Background: an optimization exercise with open tools, aiming at small area, a short achievable clock period and few clock cycles per item. Do not read the settings as production practice.
Only simulation tests tie the RTL to the original design; equivalence was not proved.

==> flow/design.v (outline; a module is shown in full before it is edited, if it fits) <==
// module asl_cordic: 279 lines
// module asl_slew_mul: 1828 lines
// module angle_slew_limiter_unit: 1447 lines
module angle_slew_limiter_unit
(
    input  logic                                   clk,
    input  logic                                   rst_n,
    input  logic                                   cfg_valid,
    output logic                                   cfg_ready,
    input  logic [asl_pkg::RATE_W-1:0]             cfg_max_rate,
    input  logic                                   frame_valid,
    output logic                                   frame_ready,
    input  logic signed [asl_pkg::VEC_WIDTH-1:0]   frame_tgt_x,
    input  logic signed [asl_pkg::VEC_WIDTH-1:0]   frame_tgt_y,
    input  logic signed [asl_pkg::VEC_WIDTH-1:0]   frame_src_x,
    input  logic signed [asl_pkg::VEC_WIDTH-1:0]   frame_src_y,
    input  logic [asl_pkg::STAMP_W-1:0]            frame_stamp_us,
    output logic                                   result_valid,
    input  logic                                   result_ready,
    output logic signed [asl_pkg::OUT_ANGLE_W-1:0] result_angle,
    output logic                                   result_was_limited,
    output logic                                   result_was_held
);
  // ...
==> flow/run.sh <==
#!/bin/bash
# synth_recipe.tcl (not shown) runs the flow's synth.tcl, then flattens the netlist and writes it again
# the make line also repeats each setting of config.mk as NAME=value (left out here)
make -C /OpenROAD-flow-scripts/flow DESIGN_CONFIG=/design/flow/config.mk WORK_HOME=/design/flow/orfs CLKGATE_MAP_FILE= SYNTH_SCRIPT=/design/flow/synth_recipe.tcl finish
==> flow/config.mk <==
export PLATFORM = sky130hd
export DESIGN_NAME = angle_slew_limiter_unit
export DESIGN_NICKNAME = angle_slew_limiter_unit
export VERILOG_FILES = /design/flow/design.v
export SDC_FILE = /design/flow/constraint.sdc
export NUM_CORES = 4
export LEC_CHECK = 0
export ABC_CLOCK_PERIOD_IN_PS = 4500
export CAP_MARGIN = 20
export CORE_MARGIN = 2
export CORE_UTILIZATION = 50
export SETUP_SLACK_MARGIN = 3.0
export SLEW_MARGIN = 20
==> flow/constraint.sdc <==
create_clock -name core_clock -period 7.5 [get_ports {clk}]
set_input_delay 1.5000 -clock core_clock [delete_from_list [all_inputs] [get_ports {clk}]]
set_output_delay 1.5000 -clock core_clock [all_outputs]
set_load 0.01 [all_outputs]
==> summary.md, run 1 <==
| Metric | Value |
|---|---|
| Multi-input gate share of total cell area | 0.545 |
| Max frequency | roughly 160 MHz |
| # IOs | about 150 |
| Synthesized instance count | between 10000 and 15000 |
| Filler cells | roughly 18000 |
| Final Instance Count excl. Fillers | roughly 15000 |
| Non-clk invs | between 800 and 900 |
| DRT iter0 DRCs | between 5000 and 6000 |
| Levels on crit path | 30 |
| CTS resizes | 510 |
| Vias per cell | between 5 and 6 |
| Post-CTS Setup Inserts | between 300 and 400 |
| Slowest cell delay on critical path | roughly 550 ps |
| Outcome | complete, no violations |
| Arrival time at the worst endpoint | slightly below 7000 ps |
| Setup TNS | 0 ps |
| Yosys top cell by area | dfxtp_1 |
| Final period demand of the worst path | between 6000 and 7000 ps |
| Worst-path clk slew | ~60 ps |
| Slew Limit Headroom | 0.264 |
| #MultiIn Comb | 8287 |
| FF+latch area | ~38000 um2 |
| RSZ-0062 raised after global routing | true |
Testbench counts, summed over its fixed seeds: cycles 2,592, items 2,048.
==> module asl_cordic, before the edit <==
module asl_cordic (
    input  logic        clk,
    input  logic [16:0] x_in,    
    input  logic [16:0] y_in,    
    input  logic        f_in,    
    output logic        flip_out,
    output logic [15:0] d_out
);
    logic f1;
    assign f1 = f_in;
    logic [16:0] x_0;
    logic [16:0] y_0;
    assign x_0 = x_in;
    assign y_0 = y_in;
    logic d_0;
    assign d_0 = !y_0[16] && (y_0 != '0);
    logic [16:0] x_1;
    logic [16:0] y_1;
    logic [16:0] ys_0;
    assign ys_0 = y_0[16:0];
    logic [16:0] xs_0;
    assign xs_0 = x_0[16:0];
    assign x_1 = x_0 + (ys_0 ^ {17{!d_0}}) + 17'(!d_0);
    assign y_1 = y_0[16:0] + (xs_0 ^ {17{d_0}}) + 17'(d_0);
    logic [16:0] rx_1;
    logic [16:0] ry_1;
    logic [0:0] rd_1;
    logic rf_1;
    always_ff @(posedge clk) begin
        rx_1 <= x_1;
        ry_1 <= y_1;
        rd_1 <= {d_0};
        rf_1 <= f1;
    end
    logic d_1;
    assign d_1 = !ry_1[16] && (ry_1 != '0);
    logic [16:0] x_2;
    logic [16:0] y_2;
    logic [16:0] ys_1;
    assign ys_1 = {{1{ry_1[16]}}, ry_1[16:1]};
    logic [16:0] xs_1;
    assign xs_1 = {1'd0, rx_1[16:1]};
    assign x_2 = rx_1 + (ys_1 ^ {17{!d_1}}) + 17'(!d_1);
    assign y_2 = ry_1[16:0] + (xs_1 ^ {17{d_1}}) + 17'(d_1);
    logic [16:0] rx_2;
    logic [16:0] ry_2;
    logic [1:0] rd_2;
    logic rf_2;
    always_ff @(posedge clk) begin
        rx_2 <= x_2;
        ry_2 <= y_2;
        rd_2 <= {d_1, rd_1};
        rf_2 <= rf_1;
    end
    logic d_2;
    assign d_2 = !ry_2[16] && (ry_2 != '0);
    logic [16:0] x_3;
    logic [15:0] y_3;
    logic [16:0] ys_2;
    assign ys_2 = {{2{ry_2[16]}}, ry_2[16:2]};
    logic [15:0] xs_2;
    assign xs_2 = {1'd0, rx_2[16:2]};
    assign x_3 = rx_2 + (ys_2 ^ {17{!d_2}}) + 17'(!d_2);
    assign y_3 = ry_2[15:0] + (xs_2 ^ {16{d_2}}) + 16'(d_2);
    logic [16:0] rx_3;
    logic [15:0] ry_3;
    logic [2:0] rd_3;
    logic rf_3;
    always_ff @(posedge clk) begin
        rx_3 <= x_3;
        ry_3 <= y_3;
        rd_3 <= {d_2, rd_2};
        rf_3 <= rf_2;
    end
    logic d_3;
    assign d_3 = !ry_3[15] && (ry_3 != '0);
    logic [16:0] x_4;
    logic [13:0] y_4;
    logic [16:0] ys_3;
    assign ys_3 = {{4{ry_3[15]}}, ry_3[15:3]};
    logic [13:0] xs_3;
    assign xs_3 = rx_3[16:3];
    assign x_4 = rx_3 + (ys_3 ^ {17{!d_3}}) + 17'(!d_3);
    assign y_4 = ry_3[13:0] + (xs_3 ^ {14{d_3}}) + 14'(d_3);
    logic [16:0] rx_4;
    logic [13:0] ry_4;
    logic [3:0] rd_4;
    logic rf_4;
    always_ff @(posedge clk) begin
        rx_4 <= x_4;
        ry_4 <= y_4;
        rd_4 <= {d_3, rd_3};
        rf_4 <= rf_3;
    end
    logic d_4;
    assign d_4 = !ry_4[13] && (ry_4 != '0);
    logic [16:0] x_5;
    logic [13:0] y_5;
    logic [16:0] ys_4;
    assign ys_4 = {{7{ry_4[13]}}, ry_4[13:4]};
    logic [13:0] xs_4;
    assign xs_4 = {1'd0, rx_4[16:4]};
    assign x_5 = rx_4 + (ys_4 ^ {17{!d_4}}) + 17'(!d_4);
    assign y_5 = ry_4[13:0] + (xs_4 ^ {14{d_4}}) + 14'(d_4);
    logic [16:0] rx_5;
    logic [13:0] ry_5;
    logic [4:0] rd_5;
    logic rf_5;
    always_ff @(posedge clk) begin
        rx_5 <= x_5;
        ry_5 <= y_5;
        rd_5 <= {d_4, rd_4};
        rf_5 <= rf_4;
    end
    logic d_5;
    assign d_5 = !ry_5[13] && (ry_5 != '0);
    logic [16:0] x_6;
    logic [12:0] y_6;
    logic [16:0] ys_5;
    assign ys_5 = {{8{ry_5[13]}}, ry_5[13:5]};
    logic [12:0] xs_5;
    assign xs_5 = {1'd0, rx_5[16:5]};
    assign x_6 = rx_5 + (ys_5 ^ {17{!d_5}}) + 17'(!d_5);
    assign y_6 = ry_5[12:0] + (xs_5 ^ {13{d_5}}) + 13'(d_5);
    logic [16:0] rx_6;
    logic [12:0] ry_6;
    logic [5:0] rd_6;
    logic rf_6;
    always_ff @(posedge clk) begin
        rx_6 <= x_6;
        ry_6 <= y_6;
        rd_6 <= {d_5, rd_5};
        rf_6 <= rf_5;
    end
    logic d_6;
    assign d_6 = !ry_6[12] && (ry_6 != '0);
    logic [16:0] x_7;
    logic [11:0] y_7;
    logic [16:0] ys_6;
    assign ys_6 = {{10{ry_6[12]}}, ry_6[12:6]};
    logic [11:0] xs_6;
    assign xs_6 = {1'd0, rx_6[16:6]};
    assign x_7 = rx_6 + (ys_6 ^ {17{!d_6}}) + 17'(!d_6);
    assign y_7 = ry_6[11:0] + (xs_6 ^ {12{d_6}}) + 12'(d_6);
    logic [16:0] rx_7;
    logic [11:0] ry_7;
    logic [6:0] rd_7;
    logic rf_7;
    always_ff @(posedge clk) begin
        rx_7 <= x_7;
        ry_7 <= y_7;
        rd_7 <= {d_6, rd_6};
        rf_7 <= rf_6;
    end
    logic d_7;
    assign d_7 = !ry_7[11] && (ry_7 != '0);
    logic [16:0] x_8;
    logic [10:0] y_8;
    logic [16:0] ys_7;
    assign ys_7 = {{12{ry_7[11]}}, ry_7[11:7]};
    logic [10:0] xs_7;
    assign xs_7 = {1'd0, rx_7[16:7]};
    assign x_8 = rx_7 + (ys_7 ^ {17{!d_7}}) + 17'(!d_7);
    assign y_8 = ry_7[10:0] + (xs_7 ^ {11{d_7}}) + 11'(d_7);
    logic [16:0] rx_8;
    logic [10:0] ry_8;
    logic [7:0] rd_8;
    logic rf_8;
    always_ff @(posedge clk) begin
        rx_8 <= x_8;
        ry_8 <= y_8;
        rd_8 <= {d_7, rd_7};
        rf_8 <= rf_7;
    end
    logic d_8;
    assign d_8 = !ry_8[10] && (ry_8 != '0);
    logic [16:0] x_9;
    logic [9:0] y_9;
    logic [16:0] ys_8;
    assign ys_8 = {{14{ry_8[10]}}, ry_8[10:8]};
    logic [9:0] xs_8;
    assign xs_8 = {1'd0, rx_8[16:8]};
    assign x_9 = rx_8 + (ys_8 ^ {17{!d_8}}) + 17'(!d_8);
    assign y_9 = ry_8[9:0] + (xs_8 ^ {10{d_8}}) + 10'(d_8);
    logic d_9;
    assign d_9 = !y_9[9] && (y_9 != '0);
    logic [16:0] x_10;
    logic [8:0] y_10;
    logic [16:0] ys_9;
    assign ys_9 = {{16{y_9[9]}}, y_9[9:9]};
    logic [8:0] xs_9;
    assign xs_9 = {1'd0, x_9[16:9]};
    assign x_10 = x_9 + (ys_9 ^ {17{!d_9}}) + 17'(!d_9);
    assign y_10 = y_9[8:0] + (xs_9 ^ {9{d_9}}) + 9'(d_9);
    logic [16:0] rx_9;
    logic [8:0] ry_9;
    logic [9:0] rd_9;
    logic rf_9;
    always_ff @(posedge clk) begin
        rx_9 <= x_10;
        ry_9 <= y_10;
        rd_9 <= {d_9, d_8, rd_8};
        rf_9 <= rf_8;
    end
    logic d_10;
    assign d_10 = !ry_9[8] && (ry_9 != '0);
    logic [16:0] x_11;
    logic [7:0] y_11;
    logic [16:0] ys_10;
    assign ys_10 = {17{ry_9[8]}};
    logic [7:0] xs_10;
    assign xs_10 = {1'd0, rx_9[16:10]};
    assign x_11 = rx_9 + (ys_10 ^ {17{!d_10}}) + 17'(!d_10);
    assign y_11 = ry_9[7:0] + (xs_10 ^ {8{d_10}}) + 8'(d_10);
    logic d_11;
    assign d_11 = !y_11[7] && (y_11 != '0);
    logic [16:0] x_12;
    logic [6:0] y_12;
    logic [16:0] ys_11;
    assign ys_11 = {17{y_11[7]}};
    logic [6:0] xs_11;
    assign xs_11 = {1'd0, x_11[16:11]};
    assign x_12 = x_11 + (ys_11 ^ {17{!d_11}}) + 17'(!d_11);
    assign y_12 = y_11[6:0] + (xs_11 ^ {7{d_11}}) + 7'(d_11);
    logic [16:0] rx_10;
    logic [6:0] ry_10;
    logic [11:0] rd_10;
    logic rf_10;
    always_ff @(posedge clk) begin
        rx_10 <= x_12;
        ry_10 <= y_12;
        rd_10 <= {d_11, d_10, rd_9};
        rf_10 <= rf_9;
    end
    logic d_12;
    assign d_12 = !ry_10[6] && (ry_10 != '0);
    logic [16:0] x_13;
    logic [5:0] y_13;
    logic [16:0] ys_12;
    assign ys_12 = {17{ry_10[6]}};
    logic [5:0] xs_12;
    assign xs_12 = {1'd0, rx_10[16:12]};
    assign x_13 = rx_10 + (ys_12 ^ {17{!d_12}}) + 17'(!d_12);
    assign y_13 = ry_10[5:0] + (xs_12 ^ {6{d_12}}) + 6'(d_12);
    logic d_13;
    assign d_13 = !y_13[5] && (y_13 != '0);
    logic [16:0] x_14;
    logic [4:0] y_14;
    logic [16:0] ys_13;
    assign ys_13 = {17{y_13[5]}};
    logic [4:0] xs_13;
    assign xs_13 = {1'd0, x_13[16:13]};
    assign x_14 = x_13 + (ys_13 ^ {17{!d_13}}) + 17'(!d_13);
    assign y_14 = y_13[4:0] + (xs_13 ^ {5{d_13}}) + 5'(d_13);
    logic [16:0] rx_11;
    logic [4:0] ry_11;
    logic [13:0] rd_11;
    logic rf_11;
    always_ff @(posedge clk) begin
        rx_11 <= x_14;
        ry_11 <= y_14;
        rd_11 <= {d_13, d_12, rd_10};
        rf_11 <= rf_10;
    end
    logic d_14;
    assign d_14 = !ry_11[4] && (ry_11 != '0);
    logic [16:0] x_15;
    logic [4:0] y_15;
    logic [16:0] ys_14;
    assign ys_14 = {17{ry_11[4]}};
    logic [4:0] xs_14;
    assign xs_14 = {2'd0, rx_11[16:14]};
    assign x_15 = rx_11 + (ys_14 ^ {17{!d_14}}) + 17'(!d_14);
    assign y_15 = ry_11[4:0] + (xs_14 ^ {5{d_14}}) + 5'(d_14);
    logic d_15;
    assign d_15 = !y_15[4] && (y_15 != '0);
    assign d_out = {d_15, d_14, rd_11};
    assign flip_out = rf_11;
endmodule
==> inputs of run 2 (changes only) <==
--- a/flow/design.v
+++ b/flow/design.v
@@ -186,110 +186,150 @@
     logic [16:0] x_9;
     logic [9:0] y_9;
     logic [16:0] ys_8;
     assign ys_8 = {{14{ry_8[10]}}, ry_8[10:8]};
     logic [9:0] xs_8;
     assign xs_8 = {1'd0, rx_8[16:8]};
     assign x_9 = rx_8 + (ys_8 ^ {17{!d_8}}) + 17'(!d_8);
     assign y_9 = ry_8[9:0] + (xs_8 ^ {10{d_8}}) + 10'(d_8);
+    logic [16:0] rx_9;
+    logic [9:0] ry_9;
+    logic [8:0] rd_9;
+    logic rf_9;
+    always_ff @(posedge clk) begin
+        rx_9 <= x_9;
+        ry_9 <= y_9;
+        rd_9 <= {d_8, rd_8};
+        rf_9 <= rf_8;
+    end
     logic d_9;
-    assign d_9 = !y_9[9] && (y_9 != '0);
+    assign d_9 = !ry_9[9] && (ry_9 != '0);
     logic [16:0] x_10;
     logic [8:0] y_10;
     logic [16:0] ys_9;
-    assign ys_9 = {{16{y_9[9]}}, y_9[9:9]};
+    assign ys_9 = {{16{ry_9[9]}}, ry_9[9:9]};
     logic [8:0] xs_9;
-    assign xs_9 = {1'd0, x_9[16:9]};
-    assign x_10 = x_9 + (ys_9 ^ {17{!d_9}}) + 17'(!d_9);
-    assign y_10 = y_9[8:0] + (xs_9 ^ {9{d_9}}) + 9'(d_9);
-    logic [16:0] rx_9;
-    logic [8:0] ry_9;
-    logic [9:0] rd_9;
-    logic rf_9;
+    assign xs_9 = {1'd0, rx_9[16:9]};
+    assign x_10 = rx_9 + (ys_9 ^ {17{!d_9}}) + 17'(!d_9);
+    assign y_10 = ry_9[8:0] + (xs_9 ^ {9{d_9}}) + 9'(d_9);
+    logic [16:0] rx_10;
+    logic [8:0] ry_10;
+    logic [9:0] rd_10;
+    logic rf_10;
     always_ff @(posedge clk) begin
-        rx_9 <= x_10;
-        ry_9 <= y_10;
-        rd_9 <= {d_9, d_8, rd_8};
-        rf_9 <= rf_8;
+        rx_10 <= x_10;
+        ry_10 <= y_10;
+        rd_10 <= {d_9, rd_9};
+        rf_10 <= rf_9;
     end
     logic d_10;
-    assign d_10 = !ry_9[8] && (ry_9 != '0);
+    assign d_10 = !ry_10[8] && (ry_10 != '0);
     logic [16:0] x_11;
     logic [7:0] y_11;
     logic [16:0] ys_10;
-    assign ys_10 = {17{ry_9[8]}};
+    assign ys_10 = {17{ry_10[8]}};
     logic [7:0] xs_10;
-    assign xs_10 = {1'd0, rx_9[16:10]};
-    assign x_11 = rx_9 + (ys_10 ^ {17{!d_10}}) + 17'(!d_10);
-    assign y_11 = ry_9[7:0] + (xs_10 ^ {8{d_10}}) + 8'(d_10);
+    assign xs_10 = {1'd0, rx_10[16:10]};
+    assign x_11 = rx_10 + (ys_10 ^ {17{!d_10}}) + 17'(!d_10);
+    assign y_11 = ry_10[7:0] + (xs_10 ^ {8{d_10}}) + 8'(d_10);
+    logic [16:0] rx_11;
+    logic [7:0] ry_11;
+    logic [10:0] rd_11;
+    logic rf_11;
+    always_ff @(posedge clk) begin
+        rx_11 <= x_11;
+        ry_11 <= y_11;
+        rd_11 <= {d_10, rd_10};
+        rf_11 <= rf_10;
+    end
     logic d_11;
-    assign d_11 = !y_11[7] && (y_11 != '0);
+    assign d_11 = !ry_11[7] && (ry_11 != '0);
     logic [16:0] x_12;
     logic [6:0] y_12;
     logic [16:0] ys_11;
-    assign ys_11 = {17{y_11[7]}};
+    assign ys_11 = {17{ry_11[7]}};
     logic [6:0] xs_11;
-    assign xs_11 = {1'd0, x_11[16:11]};
-    assign x_12 = x_11 + (ys_11 ^ {17{!d_11}}) + 17'(!d_11);
-    assign y_12 = y_11[6:0] + (xs_11 ^ {7{d_11}}) + 7'(d_11);
-    logic [16:0] rx_10;
-    logic [6:0] ry_10;
-    logic [11:0] rd_10;
-    logic rf_10;
+    assign xs_11 = {1'd0, rx_11[16:11]};
+    assign x_12 = rx_11 + (ys_11 ^ {17{!d_11}}) + 17'(!d_11);
+    assign y_12 = ry_11[6:0] + (xs_11 ^ {7{d_11}}) + 7'(d_11);
+    logic [16:0] rx_12;
+    logic [6:0] ry_12;
+    logic [11:0] rd_12;
+    logic rf_12;
     always_ff @(posedge clk) begin
-        rx_10 <= x_12;
-        ry_10 <= y_12;
-        rd_10 <= {d_11, d_10, rd_9};
-        rf_10 <= rf_9;
+        rx_12 <= x_12;
+        ry_12 <= y_12;
+        rd_12 <= {d_11, rd_11};
+        rf_12 <= rf_11;
     end
     logic d_12;
-    assign d_12 = !ry_10[6] && (ry_10 != '0);
+    assign d_12 = !ry_12[6] && (ry_12 != '0);
     logic [16:0] x_13;
     logic [5:0] y_13;
     logic [16:0] ys_12;
-    assign ys_12 = {17{ry_10[6]}};
+    assign ys_12 = {17{ry_12[6]}};
     logic [5:0] xs_12;
-    assign xs_12 = {1'd0, rx_10[16:12]};
-    assign x_13 = rx_10 + (ys_12 ^ {17{!d_12}}) + 17'(!d_12);
-    assign y_13 = ry_10[5:0] + (xs_12 ^ {6{d_12}}) + 6'(d_12);
+    assign xs_12 = {1'd0, rx_12[16:12]};
+    assign x_13 = rx_12 + (ys_12 ^ {17{!d_12}}) + 17'(!d_12);
+    assign y_13 = ry_12[5:0] + (xs_12 ^ {6{d_12}}) + 6'(d_12);
+    logic [16:0] rx_13;
+    logic [5:0] ry_13;
+    logic [12:0] rd_13;
+    logic rf_13;
+    always_ff @(posedge clk) begin
+        rx_13 <= x_13;
+        ry_13 <= y_13;
+        rd_13 <= {d_12, rd_12};
+        rf_13 <= rf_12;
+    end
     logic d_13;
-    assign d_13 = !y_13[5] && (y_13 != '0);
+    assign d_13 = !ry_13[5] && (ry_13 != '0);
     logic [16:0] x_14;
     logic [4:0] y_14;
     logic [16:0] ys_13;
-    assign ys_13 = {17{y_13[5]}};
+    assign ys_13 = {17{ry_13[5]}};
     logic [4:0] xs_13;
-    assign xs_13 = {1'd0, x_13[16:13]};
-    assign x_14 = x_13 + (ys_13 ^ {17{!d_13}}) + 17'(!d_13);
-    assign y_14 = y_13[4:0] + (xs_13 ^ {5{d_13}}) + 5'(d_13);
-    logic [16:0] rx_11;
-    logic [4:0] ry_11;
-    logic [13:0] rd_11;
-    logic rf_11;
+    assign xs_13 = {1'd0, rx_13[16:13]};
+    assign x_14 = rx_13 + (ys_13 ^ {17{!d_13}}) + 17'(!d_13);
+    assign y_14 = ry_13[4:0] + (xs_13 ^ {5{d_13}}) + 5'(d_13);
+    logic [16:0] rx_14;
+    logic [4:0] ry_14;
+    logic [13:0] rd_14;
+    logic rf_14;
     always_ff @(posedge clk) begin
-        rx_11 <= x_14;
-        ry_11 <= y_14;
-        rd_11 <= {d_13, d_12, rd_10};
-        rf_11 <= rf_10;
+        rx_14 <= x_14;
+        ry_14 <= y_14;
+        rd_14 <= {d_13, rd_13};
+        rf_14 <= rf_13;
     end
     logic d_14;
-    assign d_14 = !ry_11[4] && (ry_11 != '0);
+    assign d_14 = !ry_14[4] && (ry_14 != '0);
     logic [16:0] x_15;
     logic [4:0] y_15;
     logic [16:0] ys_14;
-    assign ys_14 = {17{ry_11[4]}};
+    assign ys_14 = {17{ry_14[4]}};
     logic [4:0] xs_14;
-    assign xs_14 = {2'd0, rx_11[16:14]};
-    assign x_15 = rx_11 + (ys_14 ^ {17{!d_14}}) + 17'(!d_14);
-    assign y_15 = ry_11[4:0] + (xs_14 ^ {5{d_14}}) + 5'(d_14);
+    assign xs_14 = {2'd0, rx_14[16:14]};
+    assign x_15 = rx_14 + (ys_14 ^ {17{!d_14}}) + 17'(!d_14);
+    assign y_15 = ry_14[4:0] + (xs_14 ^ {5{d_14}}) + 5'(d_14);
+    logic [16:0] rx_15;
+    logic [4:0] ry_15;
+    logic [14:0] rd_15;
+    logic rf_15;
+    always_ff @(posedge clk) begin
+        rx_15 <= x_15;
+        ry_15 <= y_15;
+        rd_15 <= {d_14, rd_14};
+        rf_15 <= rf_14;
+    end
     logic d_15;
-    assign d_15 = !y_15[4] && (y_15 != '0);
-    assign d_out = {d_15, d_14, rd_11};
-    assign flip_out = rf_11;
+    assign d_15 = !ry_15[4] && (ry_15 != '0);
+    assign d_out = {d_15, rd_15};
+    assign flip_out = rf_15;
 endmodule
 `timescale 1ns / 1ps
 module asl_slew_mul
 (
     input  logic        clk,
     input  logic [31:0] rate,
     input  logic [31:0] dt,
     output logic [14:0] lim,
@@ -2131,20 +2171,20 @@
     input  logic signed [asl_pkg::VEC_WIDTH-1:0]   frame_src_y,
     input  logic [asl_pkg::STAMP_W-1:0]            frame_stamp_us,
     output logic                                   result_valid,
     input  logic                                   result_ready,
     output logic signed [asl_pkg::OUT_ANGLE_W-1:0] result_angle,
     output logic                                   result_was_limited,
     output logic                                   result_was_held
 );
-    localparam int G     = 12;           
+    localparam int G     = 16;           
     localparam int MST   = 2;         
-    localparam int SST   = 15;         
-    localparam int DEPTH = 17;       
+    localparam int SST   = 19;         
+    localparam int DEPTH = 21;       
     localparam int CNT_W = $clog2(DEPTH + 1);
     localparam int PTR_W = $clog2(DEPTH);
     logic [31:0] rate_q;
     logic [31:0] last_q;
     logic [CNT_W-1:0] cnt_q, cnt_n;
     logic ready_q;
     logic acc, take;
     logic rv_q;
==> flow/config.mk (replaced) <==
export PLATFORM = sky130hd
export DESIGN_NAME = angle_slew_limiter_unit
export DESIGN_NICKNAME = angle_slew_limiter_unit
export VERILOG_FILES = /design/flow/design.v
export SDC_FILE = /design/flow/constraint.sdc
export NUM_CORES = 4
export LEC_CHECK = 0
export ABC_CLOCK_PERIOD_IN_PS = 4000
export CAP_MARGIN = 20
export CORE_MARGIN = 2
export CORE_UTILIZATION = 50
export SETUP_SLACK_MARGIN = 3.5
export SLEW_MARGIN = 20
==> run 2 against run 1 <==
Compared with the run above:
- cell count grew 2.0%
- clock-buffer cell count increased by 44
- synthesized area grew 7.7%
- design area increased by 5.7%
- core utilization down 1.0 points
- largest cell class unchanged
- wire length increased by 3.8%
- critical path depth shrank 1
- synthesized cell count rose by 1.1%
- register-to-register slack gained 490 ps
- critical endpoint is now mem[9][10]
- die area increased by 7.6%
==> summary.md, run 2 <==
| Metric | Value |
|---|---|
| Outcome | complete, no violations (unchanged) |
| Mapped Area | 117000 um2 (was 109000 um2) |
| Worst-path fanout max | 6 (was 8) |
| Hold Crit Depth | 0 (unchanged) |
| Share of layout cells above drive strength 1 | 0.133 (was 0.158) |
| Synth unique cells | 100 (was 104) |
| Worst-path clk slew | 60 ps (about the same) |
| FF-to-FF setup slack | 1780 ps (was 1290 ps) |
| Slowest cell delay on critical path | 510 ps (was 550 ps) |
| Register area share after synthesis | 0.402 (was 0.351) |
| Cell Count Post-Placement | 14391 (was 13988) |
| Area grow syn2layout | 17.0% (was 19.2%) |
| Most common cell in the netlist | dfxtp_1 (unchanged) |
| Sink Count | 2139 (was 1729) |
| Fin crit share | 0.763 (was 0.828) |
| Worst Skew | 35.8 ps (was 79.8 ps) |
| GR Overflow Total | 0 (unchanged) |
| Largest Register | mem (unchanged) |
| Number of enable flip-flop cells after synthesis | 378 (was 306) |
| Max Slew Vio Count | 0 (unchanged) |
| Setup Viol. Count Final | 0 (unchanged) |
| Initial Utilization | 0.504 (was 0.502) |
| Placer's final routability congestion estimate | 0.906 (was 0.900) |
| Avg WL per Cell | 19.6 um (was 19.2 um) |
| Syn Area/Cell | 10.3 um2 (was 9.63 um2) |
| CP startpoint | cur_q[0] (was cur_q[2]) |
| Commonest non-fill, non-tap cell in the layout | dfxtp_1 (unchanged) |
| Core ar. | 233000 um2 (was 217000 um2) |
| Final WL | 297 mm (was 286 mm) |
| Routed via count | 83555 (was 83573) |
| Clock Tree Root | clkbuf_16 (unchanged) |
| Crit start category | register (unchanged) |
| DR top layer | met5 (unchanged) |
| Final Instance Count excl. Fillers | 15187 (was 14884) |
| Initial antenna violation count | 6 (was 13) |
| Pin count of the biggest net entering global routing | 107 (was 104) |
| Synthesized instance count | 11443 (was 11313) |
| DR WL met3 | 14.1 mm (was 14.5 mm) |
| Nets | 13478 (was 13487) |
| Number of remaining DRC errors | 0 (unchanged) |
| Filler cells | 19709 (was 17921) |
| Synth top area share | 0.280 (was 0.240) |
| Die Span X | 488 um (was 471 um) |
| 1st-pass router iterations | 6 (was 7) |
| Max frequency | 175 MHz (was 161 MHz) |
| Slowest CP cell | a221o_4 (was or4_4) |
| WS Path Type | reg -> reg (unchanged) |
| Worst setup margin | 1780 ps (was 1290 ps) |
| Top cells by count, synth | 1640 x dfxtp_1, 1007 x ha_1, 873 x xnor2_1 (was 1308 x dfxtp_1, 1007 x ha_1, 865 x nor2_1) |
| HP Start | u_cor_t.rd_10[4] (was u_cor_t.rf_9) |
| Most frequent cells in the layout | 1572 x dfxtp_1, 987 x ha_1, 861 x xnor2_1, 808 x nor2_1, 780 x inv_1 (was 1240 x dfxtp_1, 948 x ha_1, 833 x nor2_1, 824 x inv_1, 754 x xnor2_1) |
| CTS tree | built (unchanged) |
| Top flop regs | mem: 360 flops, lim_p: 255 flops (was mem: 288 flops, lim_p: 195 flops) |
| Vias per cell | 5.50 (was 5.61) |
| First-pass GRT wire length | 465 mm (was 447 mm) |
| H-tree depth | 4 (unchanged) |
| Worst-Skew Late Latency | 880 ps (was 870 ps) |
| Final period demand of the worst path | 5720 ps (was 6210 ps) |
| RSZ-0062 raised after global routing | true (unchanged) |
| Post-Place Worst Slack | 1290 ps (was 540 ps) |
| Num CTS Buffers | 223 (was 187) |
| Ys flop type | dfxtp_1 (unchanged) |
| Die ar. | 239000 um2 (was 222000 um2) |
| Arrival time at the worst endpoint | 6310 ps (was 6810 ps) |
| Vias in the first global route | 84945 (was 83177) |
| Clock Tree Buf Depth | 3 (unchanged) |
| Die H | 488 um (was 471 um) |
| Worst-Margin Slew | 1100 ps (about the same) |
| Critical Path End Type | register (unchanged) |
| Met2 Wirelength | 145 mm (was 139 mm) |
| # IOs | 154 (unchanged) |
| Rows | 177 (was 171) |
| Cell mode on critical path | o21ai_1 (was a21oi_2) |
| Maxcap violations | 0 (unchanged) |
| Hold Crit Class | reg -> reg (unchanged) |
| Max reg flops | 360 (was 288) |
| PortBufs | 152 (unchanged) |
| Post-synth ARST share | 0.0566 (was 0.0665) |
| FF+latch area | 47400 um2 (was 38400 um2) |
| Slew Limit Headroom | 0.261 (was 0.264) |
| Main area contributors after synthesis | dfxtp_1 28%, ha_1 11%, edfxtp_1 9.7% (was dfxtp_1 24%, ha_1 12%, fa_1 8.9%) |
| DRT iter0 DRCs | 5538 (was 5411) |
| Launch point of the worst reg-to-reg path | cur_q[0] (was cur_q[2]) |
| Multi-input gate area | 69500 um2 (was 70700 um2) |
| Reg2Reg Depth | 29 (was 30) |
| Setup TNS | 0 ps (unchanged) |
| Post-DP HPWL | 211 mm (was 202 mm) |
| DRT antenna net count | 0 (unchanged) |
| Syn. warnings | 6 (unchanged) |
| WP data required | 8090 ps (was 8100 ps) |
| FF+latch count, synth | 2139 (was 1729) |
| M1 WL | 125 mm (was 123 mm) |
| Yosys top cell by area | dfxtp_1 (unchanged) |
| Tot GR Track Use | 0.245 (was 0.249) |
| Final Hold Vio Count | 0 (unchanged) |
## run 2: changes by cell type in the layout (fill, tap and decap cells not counted), sizes merged, moves of 46 or more
| cell | change |
|---|---|
| o21ai | -61 |
| clkbuf | +46 |
| mux4 | +53 |
| edfxtp | +72 |
| inv | -50 |
| buf | -223 |
| dfxtp | +332 |
| xnor2 | +70 |
## run 2: what timing repair did
item | in CTS | in global routing
resized for setup | 481 | 304
endpoints found under the setup margin | 679 | 542
hold buffers | 0 | 0
pin swaps | 184 | 190
hold endpoints to repair | 0 | 0
setup buffers | 190 | 117
gates cloned | 54 | 8
## run 2: stage by stage
| stage | utilization | hold slack [ps] | cell area [um2] |
|---|---|---|---|
| finish | 0.589 | 306 | 137000 |
| CTS | 0.579 | 305 | 135000 |
| global placement | 0.526 | 310 | 123000 |
| global route | 0.589 | 315 | 137000 |
| detailed placement | 0.526 | 312 | 123000 |
| floorplan | - | 309 | 118000 |
## run 2: cell type report
class,instances,area share
Clock buffer,297,0.0458
Timing Repair Buffer,569,0.0405
Antenna cell,3,0.0000547
Tap cell,3132,0.0286
Clock inverter,126,0.0110
Sequential cell,2139,0.345
Multi-Input combinational cell,8111,0.506
Inverter,810,0.0226
## run 2: path summary, 6_finish.rpt
kind / end
setup / recovery: mem[9][10]
hold / removal: u_cor_t.rd_11[4]
setup reg to reg: mem[9][10]
hold reg to reg: u_cor_t.rd_11[4]
max in group asynchronous: rate_q[21]
min in group asynchronous: cur_q[3]
## run 2: metal layers
layer,global-route usage,up-vias
li1,-,40883
met1,0.305,39921
met2,0.426,2144
met3,0.0324,605
met4,0.101,2
met5,0,-
## run 2: critical path, delay by kind of cell (launching register included)
family,cells,cell delay (ps)
buf+inv,4,590
simple gates,9,1080
fa+ha+maj,4,1220
compound gates,10,1720
xor+xnor,2,380
flops,1,410
## run 2: cell families after synthesis
family,count (synthesis),synth area share
AO/OA/AOI/OAI,2682,0.145
XOR/XNOR,1339,0.100
adder cells (fa/ha/maj),1547,0.195
buffers and inverters,1243,0.0400
flip-flops,2139,0.402
multiplexers,166,0.0260
other,2,0.0000640
AND/OR/NAND/NOR,2325,0.0910
Testbench counts of run 2, summed over its fixed seeds: cycles 2,720, items 2,048.

## afterwards: timing with drivers on the ports
How much do the figures lean on ideal ports? The routed layouts below were timed once more, with nothing changed but the port constraints. Step 1 (the two cells are an assumption about what drives the block):
set clk [get_ports {clk}]
set_driving_cell -lib_cell sky130_fd_sc_hd__clkbuf_16 $clk
set_driving_cell -lib_cell sky130_fd_sc_hd__buf_2 [delete_from_list [all_inputs] $clk]
Step 2 also shifts input and output timing later by t, the mid clock arrival at the registers, as if the neighbouring blocks saw the same clock. a / b / c = ideal ports / drivers / drivers and shift; a / b = the first two.
run	shift t [ns]	setup slack, ns	latest minus earliest clock arrival (ns)	worst register clock-pin slew, ns
run 1	0.922	1.289 / 1.289 / 1.289	0.087 / 0.087	0.07 / 0.07
run 2	0.960	1.781 / 1.781 / 1.781	0.037 / 0.037	0.07 / 0.07
After both steps every run listed still meets setup and hold.
